From an optimization exercise on the open Yosys and OpenROAD flow, aimed at small area, a short achievable clock period and few clock cycles; shortcuts taken in it are not production practice. The RTL was checked by simulation tests, not by an equivalence proof against the original design. Power is estimated from default activity; no workload was simulated.

== run A ==
==> flow/design.v (excerpt) <==
module ram_hs
#(
  parameter int WIDTH       = 8,
  parameter int ADDR_W      = 8,
  parameter int WAIT_STATES = 2
) (
  input  logic              clk,
  input  logic              reset,
  input  logic              req,
  input  logic              we,
  input  logic [ADDR_W-1:0] adr,
  input  logic [WIDTH-1:0]  writedata,
  output logic [WIDTH-1:0]  memdata,
  output logic              ready,
  output logic              busy
);
  generate
    if (!ram_hs_pkg::wait_states_ok(WAIT_STATES)) begin : g_bad_wait_states
      $error("ram_hs: WAIT_STATES must be within 0..15");
    end
    if (ADDR_W != 8) begin : g_bad_adr_w
      $error("ram_hs: the array is built for ADDR_W 8");
    end
  endgenerate
  logic              clr_r, v_r, we_r, par_r, par_s, wr_s;
  logic              v2_r, ready_r;
  logic [WIDTH-1:0]  wdata_n_r, memdata_r, rd_s;
  logic [31:0]       nlo_h_r;
  logic [15:0]       nwrow_r, wsel_h_r, wsel_l_r;
  logic [15:0]       nrow_r;
  logic [4*WIDTH-1:0] grp_r;
  assign par_s = clr_r ? 1'b0 : !par_r;
  always_ff @(posedge clk) par_r <= par_s;
  assign wr_s = req && we;
  always_ff @(posedge clk) begin
    clr_r <= reset;
    v_r   <= req && !reset;
    we_r  <= we;
    wdata_n_r <= reset ? {WIDTH{1'b1}} : (writedata ^ {WIDTH{par_s}});
  end
  always_ff @(posedge clk) begin
    for (int f = 0; f < 2; f++)
      for (int l = 0; l < 16; l++)
        nlo_h_r[f*16 + l] <= !(reset || (adr[7] == 1'(f) && adr[3:0] == 4'(l)));
    for (int h = 0; h < 16; h++) begin
      nwrow_r[h]  <= !(reset || (wr_s && adr[7:4] == 4'(h)));
      wsel_h_r[h] <= reset || (wr_s && adr[7:4] == 4'(h));
      wsel_l_r[h] <= reset || adr[3:0] == 4'(h);
    end
  ...
Size in the first run: roughly 7100 cells after synthesis, ~2200 flip-flops, about 30 I/O pins, roughly 72000 µm² of cells after synthesis.
clock: 8.0 ns
lec_check: 0
cap_margin: 20
core_margin: 2
core_utilization: 65
cts_cluster_diameter: 90
cts_cluster_size: 28
slew_margin: 20
standard.sh (not shown) runs the stock make flow with config.mk's settings and CLKGATE_MAP_FILE= SYNTH_SCRIPT=/design/flow/synth_recipe.tcl, a recipe that flattens the netlist after the stock synthesis.
==> flow/flow/run.sh <==
#!/bin/bash
# Layout: the standard flow, with timing repair asked to leave 5.4 ns of
# setup slack at the 8 ns clock (the settings list caps that margin at 5).
# make's output goes to standard.log; ORFS's own per-step logs stay under orfs/logs.
set -euo pipefail
export SETUP_SLACK_MARGIN=5.4
bash standard.sh > standard.log 2>&1
Testbench counts of run A, summed over its fixed seeds: cycles 12,024.
The following lists how run B was set up differently from run A:
- swapping 65 for 60 in CORE_UTILIZATION
==> notes.md <==
Routed wire length per instance: run B > run A
Across both runs, clock skew was higher for run B than for run A.
Of the two values seen for slowest library cell on the worst path, dfxtp_1 was produced by run B and dfxtp_2 by run A.
Net switching fraction of the power: higher on run B
#### Input delta (run C over run B)
- CORE_UTILIZATION changed from 60 to 65
==> flow/flow/run.sh <==
#!/bin/bash
# Layout: the standard flow, with timing repair asked to leave 5.5 ns of
# setup slack at the 8 ns clock (the settings list caps that margin at 5).
# make's output goes to standard.log; ORFS's own per-step logs stay under orfs/logs.
set -euo pipefail
export SETUP_SLACK_MARGIN=5.5
bash standard.sh > standard.log 2>&1
### Flow results
Run C finished every step from synthesis to the final layout, and the layout passed the timing, design-rule and antenna checks. Run C gives less post-cts gate resize count than run B did. Looking at slowest stage cell on the critical path, the dfxtp_1 result is from run B; the dfxtp_2 one comes from run C. Compared with run B, in run C area of all placed cells without fillers held steady; portion of total power attributed to the clock network roughly the same; total power held steady; delay of the slowest cell on the worst path picked up an extra 0.02 ns. Met1 track utilization from global routing (lower): run B. Shortest period the worst path allows delta (run C -> run B): insignificant. There was hardly any difference in combined area of the multi-input logic cells between run C and run B.
Relative to run C, the following input files were edited for run D:
- swapping 65 for 55 in CORE_UTILIZATION
==> flow/flow/run.sh <==
#!/bin/bash
# Layout: the standard flow, with timing repair asked to leave 5.4 ns of
# setup slack at the 8 ns clock (the settings list caps that margin at 5).
# make's output goes to standard.log; ORFS's own per-step logs stay under orfs/logs.
set -euo pipefail
export SETUP_SLACK_MARGIN=5.4
bash standard.sh > standard.log 2>&1
Notes after the runs:
- On layout overhead on the synthesized area, the lower figure sits with run C, not run D.
- Synthesized netlist cell count: run C vs run D identical
- Relative to run C, the global-route wire length before repair of run D is higher by 16000 µm.
- Post-layout instance count excluding filler cells of run D exceeds that of run C by a few percent.
- Compared with run C, in run D total power held steady; number of global-route vias before repair stayed essentially flat; register area stayed essentially flat.

-- static timing again, ports no longer ideal --
In the flow no input, the clock included, has a driving cell. The finished layouts below were timed again as built, in two steps.
Step 1 sets driving cells, clkbuf_16 on the clock port and buf_2 on the other inputs (assumed; they add their load-dependent delay and slew).
Step 2 also shifts input and output timing later by t, the mid clock arrival at the registers, as if the neighbouring blocks saw the same clock.
Slacks: ideal / step 1 / step 2; pairs: ideal / step 1.
run	t, ns	setup WS [ns]	worst hold slack (ns)
run A	0.801	5.227 / 5.149 / 4.747	0.455 / 0.455 / 0.455
run B	0.824	5.219 / 5.134 / 4.749	0.460 / 0.460 / 0.460
run C	0.802	5.221 / 5.146 / 4.837	0.459 / 0.459 / 0.459
run D	0.843	5.191 / 5.102 / 4.715	0.461 / 0.461 / 0.461
After both steps setup and hold are still met in every run listed. For run A, which loses most, drivers alone change the setup slack by -0.078 ns; drivers and shift together by -0.480 ns.
